Source: an optimization exercise on an open RTL-to-GDS flow (aim: small area, a short achievable clock period and few clock cycles per item). Production flows keep margins and buffers that such runs may drop. In this exercise RTL edits were held to simulation tests only and were not proved equivalent to the original.

==> v1 <==
==> flow/design.v (excerpt) <==
module servo_recipe_sequencer_top #(
  parameter int RECIPE_DEPTH = 128
) (
  input  logic                               clk,
  input  logic                               rst_n,
  input  logic                               in_tvalid,
  output logic                               in_tready,
  input  logic [srs_pkg::IN_TDATA_W-1:0]     in_tdata,
  input  logic [srs_pkg::MODE_W-1:0]         in_tuser,
  output logic                               out_tvalid,
  input  logic                               out_tready,
  output logic [srs_pkg::OUT_TDATA_W-1:0]    out_tdata,
  input  logic                               cfg_valid,
  output logic                               cfg_ready,
  input  logic [srs_pkg::CIDX_W-1:0]         cfg_index,
  input  logic [srs_pkg::PULSE_W-1:0]        cfg_data
);
clock: 6.0 ns
lec_check: 0
abc_clock_period_in_ps: 2500
cap_margin: 20
core_margin: 2
core_utilization: 45
cts_cluster_diameter: 100
cts_cluster_size: 30
setup_slack_margin: 3.5
slew_margin: 20
tns_end_percent: 10
run.sh (not shown) runs the stock make flow with config.mk's settings and CLKGATE_MAP_FILE= SYNTH_SCRIPT=/design/flow/synth_recipe.tcl, a recipe that flattens the netlist after the stock synthesis.
==> inputs of v27, as changes to v1 <==
--- a/flow/design.v
+++ b/flow/design.v
@@ -65,36 +65,32 @@
 ) (
   input  logic             clk,
   input  logic             clr,        
   input  logic [3:0]       wa0,        
   input  logic [3:0]       wa1,        
   input  logic [7:0]       wa2,        
   input  logic [6:0]       wdata,
-  input  logic [15:0]      rsel_lo,    
-  input  logic [DEPTH/16-1:0] rsel_hi,  
+  input  logic [DEPTH-1:0] rsel,       
   output logic [6:0]       rdata,
   output logic [6:0]       rdata0      
 );
   logic [6:0] mem_r [DEPTH];
+  logic [6:0] wd;
+  assign wd = clr ? 7'd0 : wdata;
   always_ff @(posedge clk) begin
     for (int i = 0; i < DEPTH; i++) begin
       if (clr || (wa0[i % 4] && wa1[(i / 4) % 4] && wa2[i / 16])) begin
-        mem_r[i] <= wdata;
+        mem_r[i] <= wd;
       end
     end
   end
   always_comb begin
-    logic [6:0] g;
     rdata = 7'd0;
-    for (int j = 0; j < DEPTH / 16; j++) begin
-      g = 7'd0;
-      for (int k = 0; k < 16; k++) begin
-        g = g | (mem_r[16 * j + k] & {7{rsel_lo[k]}});
-      end
-      rdata = rdata | (g & {7{rsel_hi[j]}});
+    for (int i = 0; i < DEPTH; i++) begin
+      rdata = rdata | (mem_r[i] & {7{rsel[i]}});
     end
   end
   assign rdata0 = mem_r[0];
 endmodule
 module srs_store (
   input  logic [7:0] word,
   output logic [6:0] code
@@ -422,15 +418,15 @@
   logic        wnz_r;
   logic [4:0]  loop_r;
   logic        paused_r;
   logic [7:0]  pc_r;
   logic [15:0] pc1_r;         
   logic [7:0]  ls_r;
   logic [15:0] ls1_r;         
-  logic [3:0]  psel_r;        
+  logic [1:0]  psel_r;        
   logic [6:0]  wh_r;          
   logic [6:0]  rd_r;          
   logic [6:0]  wl_r;          
   logic        wl_new_r;      
   logic [14:0] pulse_r [6];
   logic [6:0]  w_cur;
   logic [6:0]  wl_cur;
@@ -458,22 +454,22 @@
   logic [2:0]  k_status_r;
   logic [7:0]  k_pc_r;
   logic        o_free;
   assign x_fire    = x_valid_r && !k_valid_r;
   assign in_tready = !x_valid_r || !k_valid_r;
   assign cfg_ready = 1'b1;
   assign o_free    = !o_valid_r || out_tready;
-  logic [15:0]             rsel_lo;
+  logic [RECIPE_DEPTH-1:0] rsel;
   logic [6:0]              rd_w1;
   logic [6:0]              rd_w0;
   logic                    ld_pc;
   logic                    ld_ls;
   always_comb begin
-    for (int i = 0; i < 16; i++) begin
-      rsel_lo[i] = pc1_r[i % 4] && pc1_r[4 + i / 4];
+    for (int i = 0; i < RECIPE_DEPTH; i++) begin
+      rsel[i] = pc1_r[i % 4] && pc1_r[4 + (i / 4) % 4] && pc1_r[8 + i / 16];
     end
   end
   always_comb begin
     logic [3:0] p0, p1, l0, l1;
     logic [7:0] p2, l2;
     p0 = dec2(pc_r[1:0]);
     p1 = dec2(pc_r[3:2]);
@@ -489,22 +485,25 @@
   ) u_ram (
     .clk    (clk),
     .clr    (!rst_q_n),
     .wa0    (x_wa0_r),
     .wa1    (x_wa1_r),
     .wa2    (x_fire ? x_wa2_r : 8'd0),
     .wdata  (x_code_r),
-    .rsel_lo (rsel_lo),
-    .rsel_hi (pc1_r[15:8]),
+    .rsel   (rsel),
     .rdata  (rd_w1),
     .rdata0 (rd_w0)
   );
   always_comb begin
-    w_cur = (rd_r & {7{psel_r[PC_STEP]}}) | (wl_r & {7{psel_r[PC_LOOP]}})
-          | (rd_w0 & {7{psel_r[PC_ZERO]}}) | (wh_r & {7{psel_r[PC_STAY]}});
+    case (psel_r)
+      PC_STEP: w_cur = rd_r;
+      PC_LOOP: w_cur = wl_r;
+      PC_ZERO: w_cur = rd_w0;
+      default: w_cur = wh_r;
+    endcase
     wl_cur = wl_new_r ? rd_r : wl_r;
   end
   srs_exec u_exec (
     .op        (x_op_r),
     .pos       (pos_r),
     .wait_cnt  (wait_r),
     .wait_nz   (wnz_r),
@@ -537,31 +536,25 @@
                                             input logic [14:0] p2,
                                             input logic [14:0] p3,
                                             input logic [14:0] p4,
                                             input logic [14:0] p5);
     pulse_sel = (p0 & {15{p1h[0]}}) | (p1 & {15{p1h[1]}}) | (p2 & {15{p1h[2]}})
               | (p3 & {15{p1h[3]}}) | (p4 & {15{p1h[4]}}) | (p5 & {15{p1h[5]}});
   endfunction
-  logic [5:0]  pos1h_cmd;
-  logic [14:0] pulse_mov;
-  logic [14:0] pulse_cmd;
   always_comb begin
     case (pos_sel)
-      2'd2:    pos1h_cmd = {1'b0, pos1h_r[5:1]};
-      2'd3:    pos1h_cmd = {pos1h_r[4:0], 1'b0};
-      default: pos1h_cmd = pos1h_r;
+      2'd1:    pos1h_n = onehot(w_cur[2:0]);
+      2'd2:    pos1h_n = {1'b0, pos1h_r[5:1]};
+      2'd3:    pos1h_n = {pos1h_r[4:0], 1'b0};
+      default: pos1h_n = pos1h_r;
     endcase
-    pos1h_n   = (pos_sel == 2'd1) ? onehot(w_cur[2:0]) : pos1h_cmd;
-    pulse_mov = pulse_sel(onehot(w_cur[2:0]), pulse_r[0], pulse_r[1], pulse_r[2],
-                          pulse_r[3], pulse_r[4], pulse_r[5]);
-    pulse_cmd = pulse_sel(pos1h_cmd, pulse_r[0], pulse_r[1], pulse_r[2],
-                          pulse_r[3], pulse_r[4], pulse_r[5]);
-    pulse_n   = (pos_sel == 2'd1) ? pulse_mov : pulse_cmd;
-    pulse_k   = pulse_sel(onehot(k_pos_r), pulse_r[0], pulse_r[1], pulse_r[2],
-                          pulse_r[3], pulse_r[4], pulse_r[5]);
+    pulse_n = pulse_sel(pos1h_n, pulse_r[0], pulse_r[1], pulse_r[2],
+                        pulse_r[3], pulse_r[4], pulse_r[5]);
+    pulse_k = pulse_sel(onehot(k_pos_r), pulse_r[0], pulse_r[1], pulse_r[2],
+                        pulse_r[3], pulse_r[4], pulse_r[5]);
   end
   always_ff @(posedge clk) begin
     for (int i = 0; i < 6; i++) begin
       if (cfg_v_q && cfg_i_q == 3'(i)) begin
         pulse_r[i] <= cfg_d_q;
       end else if (!rst_q_n) begin
         case (i)
@@ -579,26 +572,20 @@
     if (!rst_n) begin
       x_valid_r <= 1'b0;
     end else if (in_tready) begin
       x_valid_r <= in_tvalid;
     end
   end
   always_ff @(posedge clk) begin
-    if (!rst_n) begin
-      x_code_r <= 7'd0;
-    end else if (in_tready) begin
-      x_code_r <= in_code;
-    end
-  end
-  always_ff @(posedge clk) begin
     if (in_tready) begin
       x_op_r   <= in_op;
       x_wa0_r  <= in_ld ? dec2(in_idx[1:0]) : 4'd0;
       x_wa1_r  <= dec2(in_idx[3:2]);
       x_wa2_r  <= in_ld ? dec3(in_idx[6:4]) : 8'd0;
+      x_code_r <= in_code;
     end
   end
   always_ff @(posedge clk) begin
     if (!rst_q_n) begin
       pos_r    <= 3'd0;
       pos1h_r  <= 6'b000001;
       wait_r   <= 5'd0;
@@ -621,20 +608,20 @@
       ls_r     <= ls_n;
       ls1_r    <= ls1_n;
     end
   end
   always_ff @(posedge clk) begin
     rd_r <= rd_w1;
     if (!rst_q_n) begin
-      psel_r   <= 4'b0001;
+      psel_r   <= PC_STAY;
       wh_r     <= 7'd0;
       wl_r     <= 7'd0;
       wl_new_r <= 1'b0;
     end else begin
-      psel_r   <= x_fire ? dec2(psel_n) : 4'b0001;
+      psel_r   <= x_fire ? psel_n : PC_STAY;
       wh_r     <= (x_fire && ld_pc) ? x_code_r : w_cur;
       wl_r     <= (x_fire && ld_ls) ? x_code_r : wl_cur;
       wl_new_r <= x_fire && ls_new;
     end
   end
   always_ff @(posedge clk) begin
     if (!rst_n) begin
@@ -659,15 +646,15 @@
       end else begin
         o_pos_r    <= pos_n;
         o_pulse_r  <= pulse_n;
         o_status_r <= status_n;
         o_pc_r     <= pc_n;
       end
     end
-    if (x_fire) begin
+    if (!o_free && x_fire) begin
       k_pos_r    <= pos_n;
       k_status_r <= status_n;
       k_pc_r     <= pc_n;
     end
   end
   assign out_tvalid = o_valid_r;
   assign out_tdata  = {3'b000, o_pc_r, o_status_r, o_pulse_r, o_pos_r};
CORE_UTILIZATION = 60   (was 45)
CTS_CLUSTER_DIAMETER = unset   (was 100)
CTS_CLUSTER_SIZE = unset   (was 30)
TNS_END_PERCENT = unset   (was 10)
==> inputs of v5, as changes to v1 <==
--- a/flow/design.v
+++ b/flow/design.v
@@ -65,36 +65,32 @@
 ) (
   input  logic             clk,
   input  logic             clr,        
   input  logic [3:0]       wa0,        
   input  logic [3:0]       wa1,        
   input  logic [7:0]       wa2,        
   input  logic [6:0]       wdata,
-  input  logic [15:0]      rsel_lo,    
-  input  logic [DEPTH/16-1:0] rsel_hi,  
+  input  logic [DEPTH-1:0] rsel,       
   output logic [6:0]       rdata,
   output logic [6:0]       rdata0      
 );
   logic [6:0] mem_r [DEPTH];
+  logic [6:0] wd;
+  assign wd = clr ? 7'd0 : wdata;
   always_ff @(posedge clk) begin
     for (int i = 0; i < DEPTH; i++) begin
       if (clr || (wa0[i % 4] && wa1[(i / 4) % 4] && wa2[i / 16])) begin
-        mem_r[i] <= wdata;
+        mem_r[i] <= wd;
       end
     end
   end
   always_comb begin
-    logic [6:0] g;
     rdata = 7'd0;
-    for (int j = 0; j < DEPTH / 16; j++) begin
-      g = 7'd0;
-      for (int k = 0; k < 16; k++) begin
-        g = g | (mem_r[16 * j + k] & {7{rsel_lo[k]}});
-      end
-      rdata = rdata | (g & {7{rsel_hi[j]}});
+    for (int i = 0; i < DEPTH; i++) begin
+      rdata = rdata | (mem_r[i] & {7{rsel[i]}});
     end
   end
   assign rdata0 = mem_r[0];
 endmodule
 module srs_store (
   input  logic [7:0] word,
   output logic [6:0] code
@@ -422,15 +418,15 @@
   logic        wnz_r;
   logic [4:0]  loop_r;
   logic        paused_r;
   logic [7:0]  pc_r;
   logic [15:0] pc1_r;         
   logic [7:0]  ls_r;
   logic [15:0] ls1_r;         
-  logic [3:0]  psel_r;        
+  logic [1:0]  psel_r;        
   logic [6:0]  wh_r;          
   logic [6:0]  rd_r;          
   logic [6:0]  wl_r;          
   logic        wl_new_r;      
   logic [14:0] pulse_r [6];
   logic [6:0]  w_cur;
   logic [6:0]  wl_cur;
@@ -458,22 +454,22 @@
   logic [2:0]  k_status_r;
   logic [7:0]  k_pc_r;
   logic        o_free;
   assign x_fire    = x_valid_r && !k_valid_r;
   assign in_tready = !x_valid_r || !k_valid_r;
   assign cfg_ready = 1'b1;
   assign o_free    = !o_valid_r || out_tready;
-  logic [15:0]             rsel_lo;
+  logic [RECIPE_DEPTH-1:0] rsel;
   logic [6:0]              rd_w1;
   logic [6:0]              rd_w0;
   logic                    ld_pc;
   logic                    ld_ls;
   always_comb begin
-    for (int i = 0; i < 16; i++) begin
-      rsel_lo[i] = pc1_r[i % 4] && pc1_r[4 + i / 4];
+    for (int i = 0; i < RECIPE_DEPTH; i++) begin
+      rsel[i] = pc1_r[i % 4] && pc1_r[4 + (i / 4) % 4] && pc1_r[8 + i / 16];
     end
   end
   always_comb begin
     logic [3:0] p0, p1, l0, l1;
     logic [7:0] p2, l2;
     p0 = dec2(pc_r[1:0]);
     p1 = dec2(pc_r[3:2]);
@@ -489,22 +485,25 @@
   ) u_ram (
     .clk    (clk),
     .clr    (!rst_q_n),
     .wa0    (x_wa0_r),
     .wa1    (x_wa1_r),
     .wa2    (x_fire ? x_wa2_r : 8'd0),
     .wdata  (x_code_r),
-    .rsel_lo (rsel_lo),
-    .rsel_hi (pc1_r[15:8]),
+    .rsel   (rsel),
     .rdata  (rd_w1),
     .rdata0 (rd_w0)
   );
   always_comb begin
-    w_cur = (rd_r & {7{psel_r[PC_STEP]}}) | (wl_r & {7{psel_r[PC_LOOP]}})
-          | (rd_w0 & {7{psel_r[PC_ZERO]}}) | (wh_r & {7{psel_r[PC_STAY]}});
+    case (psel_r)
+      PC_STEP: w_cur = rd_r;
+      PC_LOOP: w_cur = wl_r;
+      PC_ZERO: w_cur = rd_w0;
+      default: w_cur = wh_r;
+    endcase
     wl_cur = wl_new_r ? rd_r : wl_r;
   end
   srs_exec u_exec (
     .op        (x_op_r),
     .pos       (pos_r),
     .wait_cnt  (wait_r),
     .wait_nz   (wnz_r),
@@ -537,31 +536,25 @@
                                             input logic [14:0] p2,
                                             input logic [14:0] p3,
                                             input logic [14:0] p4,
                                             input logic [14:0] p5);
     pulse_sel = (p0 & {15{p1h[0]}}) | (p1 & {15{p1h[1]}}) | (p2 & {15{p1h[2]}})
               | (p3 & {15{p1h[3]}}) | (p4 & {15{p1h[4]}}) | (p5 & {15{p1h[5]}});
   endfunction
-  logic [5:0]  pos1h_cmd;
-  logic [14:0] pulse_mov;
-  logic [14:0] pulse_cmd;
   always_comb begin
     case (pos_sel)
-      2'd2:    pos1h_cmd = {1'b0, pos1h_r[5:1]};
-      2'd3:    pos1h_cmd = {pos1h_r[4:0], 1'b0};
-      default: pos1h_cmd = pos1h_r;
+      2'd1:    pos1h_n = onehot(w_cur[2:0]);
+      2'd2:    pos1h_n = {1'b0, pos1h_r[5:1]};
+      2'd3:    pos1h_n = {pos1h_r[4:0], 1'b0};
+      default: pos1h_n = pos1h_r;
     endcase
-    pos1h_n   = (pos_sel == 2'd1) ? onehot(w_cur[2:0]) : pos1h_cmd;
-    pulse_mov = pulse_sel(onehot(w_cur[2:0]), pulse_r[0], pulse_r[1], pulse_r[2],
-                          pulse_r[3], pulse_r[4], pulse_r[5]);
-    pulse_cmd = pulse_sel(pos1h_cmd, pulse_r[0], pulse_r[1], pulse_r[2],
-                          pulse_r[3], pulse_r[4], pulse_r[5]);
-    pulse_n   = (pos_sel == 2'd1) ? pulse_mov : pulse_cmd;
-    pulse_k   = pulse_sel(onehot(k_pos_r), pulse_r[0], pulse_r[1], pulse_r[2],
-                          pulse_r[3], pulse_r[4], pulse_r[5]);
+    pulse_n = pulse_sel(pos1h_n, pulse_r[0], pulse_r[1], pulse_r[2],
+                        pulse_r[3], pulse_r[4], pulse_r[5]);
+    pulse_k = pulse_sel(onehot(k_pos_r), pulse_r[0], pulse_r[1], pulse_r[2],
+                        pulse_r[3], pulse_r[4], pulse_r[5]);
   end
   always_ff @(posedge clk) begin
     for (int i = 0; i < 6; i++) begin
       if (cfg_v_q && cfg_i_q == 3'(i)) begin
         pulse_r[i] <= cfg_d_q;
       end else if (!rst_q_n) begin
         case (i)
@@ -579,26 +572,20 @@
     if (!rst_n) begin
       x_valid_r <= 1'b0;
     end else if (in_tready) begin
       x_valid_r <= in_tvalid;
     end
   end
   always_ff @(posedge clk) begin
-    if (!rst_n) begin
-      x_code_r <= 7'd0;
-    end else if (in_tready) begin
-      x_code_r <= in_code;
-    end
-  end
-  always_ff @(posedge clk) begin
     if (in_tready) begin
       x_op_r   <= in_op;
       x_wa0_r  <= in_ld ? dec2(in_idx[1:0]) : 4'd0;
       x_wa1_r  <= dec2(in_idx[3:2]);
       x_wa2_r  <= in_ld ? dec3(in_idx[6:4]) : 8'd0;
+      x_code_r <= in_code;
     end
   end
   always_ff @(posedge clk) begin
     if (!rst_q_n) begin
       pos_r    <= 3'd0;
       pos1h_r  <= 6'b000001;
       wait_r   <= 5'd0;
@@ -621,20 +608,20 @@
       ls_r     <= ls_n;
       ls1_r    <= ls1_n;
     end
   end
   always_ff @(posedge clk) begin
     rd_r <= rd_w1;
     if (!rst_q_n) begin
-      psel_r   <= 4'b0001;
+      psel_r   <= PC_STAY;
       wh_r     <= 7'd0;
       wl_r     <= 7'd0;
       wl_new_r <= 1'b0;
     end else begin
-      psel_r   <= x_fire ? dec2(psel_n) : 4'b0001;
+      psel_r   <= x_fire ? psel_n : PC_STAY;
       wh_r     <= (x_fire && ld_pc) ? x_code_r : w_cur;
       wl_r     <= (x_fire && ld_ls) ? x_code_r : wl_cur;
       wl_new_r <= x_fire && ls_new;
     end
   end
   always_ff @(posedge clk) begin
     if (!rst_n) begin
@@ -659,15 +646,15 @@
       end else begin
         o_pos_r    <= pos_n;
         o_pulse_r  <= pulse_n;
         o_status_r <= status_n;
         o_pc_r     <= pc_n;
       end
     end
-    if (x_fire) begin
+    if (!o_free && x_fire) begin
       k_pos_r    <= pos_n;
       k_status_r <= status_n;
       k_pc_r     <= pc_n;
     end
   end
   assign out_tvalid = o_valid_r;
   assign out_tdata  = {3'b000, o_pc_r, o_status_r, o_pulse_r, o_pos_r};
CORE_UTILIZATION = 40   (was 45)
CTS_CLUSTER_DIAMETER = unset   (was 100)
CTS_CLUSTER_SIZE = unset   (was 30)
TNS_END_PERCENT = unset   (was 10)
==> flow_metrics.py <==
metrics = {
    "run_status": {
        "status": "timing/DRC/antenna clean",
    },
    "final_layout": {
        "clk_share_pct": 6.503,
        "multi_input_area_um2": 15470,
        "antennaDiodeCount": 18,
        "drive_gt1_share_pct": 28.42,
    },
    "critical_path": {
        "worstPathRequired_ns": 6.51,
        "cp_cell_sequence": "inv_1, buf_6, nor3_2, buf_4, a22oi_1, nand4_1, or4_4, nor4_4, nand4_1",
    },
    "routing": {
        "routed_wl_um": 216000,
    },
}
[end of results for v27]
==> flow_metrics.py <==
metrics = {
    "timing": {
        "tightest_slew_ns": 1.162,
    },
    "final_layout": {
        "antennaDiodeCount": 2,
        "clk_share_pct": 2.416,
        "drive_gt1_share_pct": 19.69,
    },
    "routing": {
        "routed_wl_um": 154500,
    },
    "critical_path": {
        "worstPathRequired_ns": 6.47,
        "start_kind": "register",
        "cp_cell_sequence": "and2_4, buf_4, a22o_1, a221oi_1, nand4_1, a22oi_1, nand4_1",
    },
    "run_status": {
        "status": "timing/DRC/antenna clean",
    },
    "floorplan": {
        "tap_cells": 1380,
    },
}
[end of results for v1]
==> flow_metrics.py <==
metrics = {
    "run_status": {
        "status": "timing/DRC/antenna clean",
    },
    "routing": {
        "routed_wl_um": 216400,
    },
    "final_layout": {
        "multi_input_area_um2": 15600,
        "clk_share_pct": 6.440,
        "antennaDiodeCount": 5,
    },
    "critical_path": {
        "worstPathRequired_ns": 6.45,
        "cp_cell_sequence": "buf_12, buf_12, buf_4, buf_4, a22oi_2, o22ai_4, a221oi_1, nand4_1, nor4_1, nand3_1",
    },
}
[end of results for v5]
Testbench counts of v1, summed over its fixed seeds: cycles 12,933, items 12,885.
Testbench counts of v27, summed over its fixed seeds: cycles 12,933, items 12,885.
Testbench counts of v5, summed over its fixed seeds: cycles 12,933, items 12,885.

## re-timing with driven ports
The flow's constraints put no driver on any port. The routed layouts listed below were extracted and timed again, unchanged, in two steps.
Step 1 sets driving cells, clkbuf_16 on the clock port and buf_2 on the other inputs (assumed; they add their load-dependent delay and slew).
Step 2 adds t to the input delays and takes it off the output delays; t is the mean of the earliest and latest rising clock arrival at the registers after step 1. Input paths then give back, and output paths get back, about the clock's delay inside the block.
Three values: ideal ports, drivers, drivers and shift; two values: the first two.
run | t, ns | slack for setup (ns) | worst setup path after step 2 | pins driven straight from the clock port
v1 | 0.716 | 3.030 / 3.030 / 3.030 | register to register | 1
v27 | 0.791 | 2.692 / 2.692 / 2.692 | register to register | 1
v5 | 0.801 | 2.628 / 2.628 / 2.628 | register to register | 1
After both steps setup and hold are still met in every run listed.
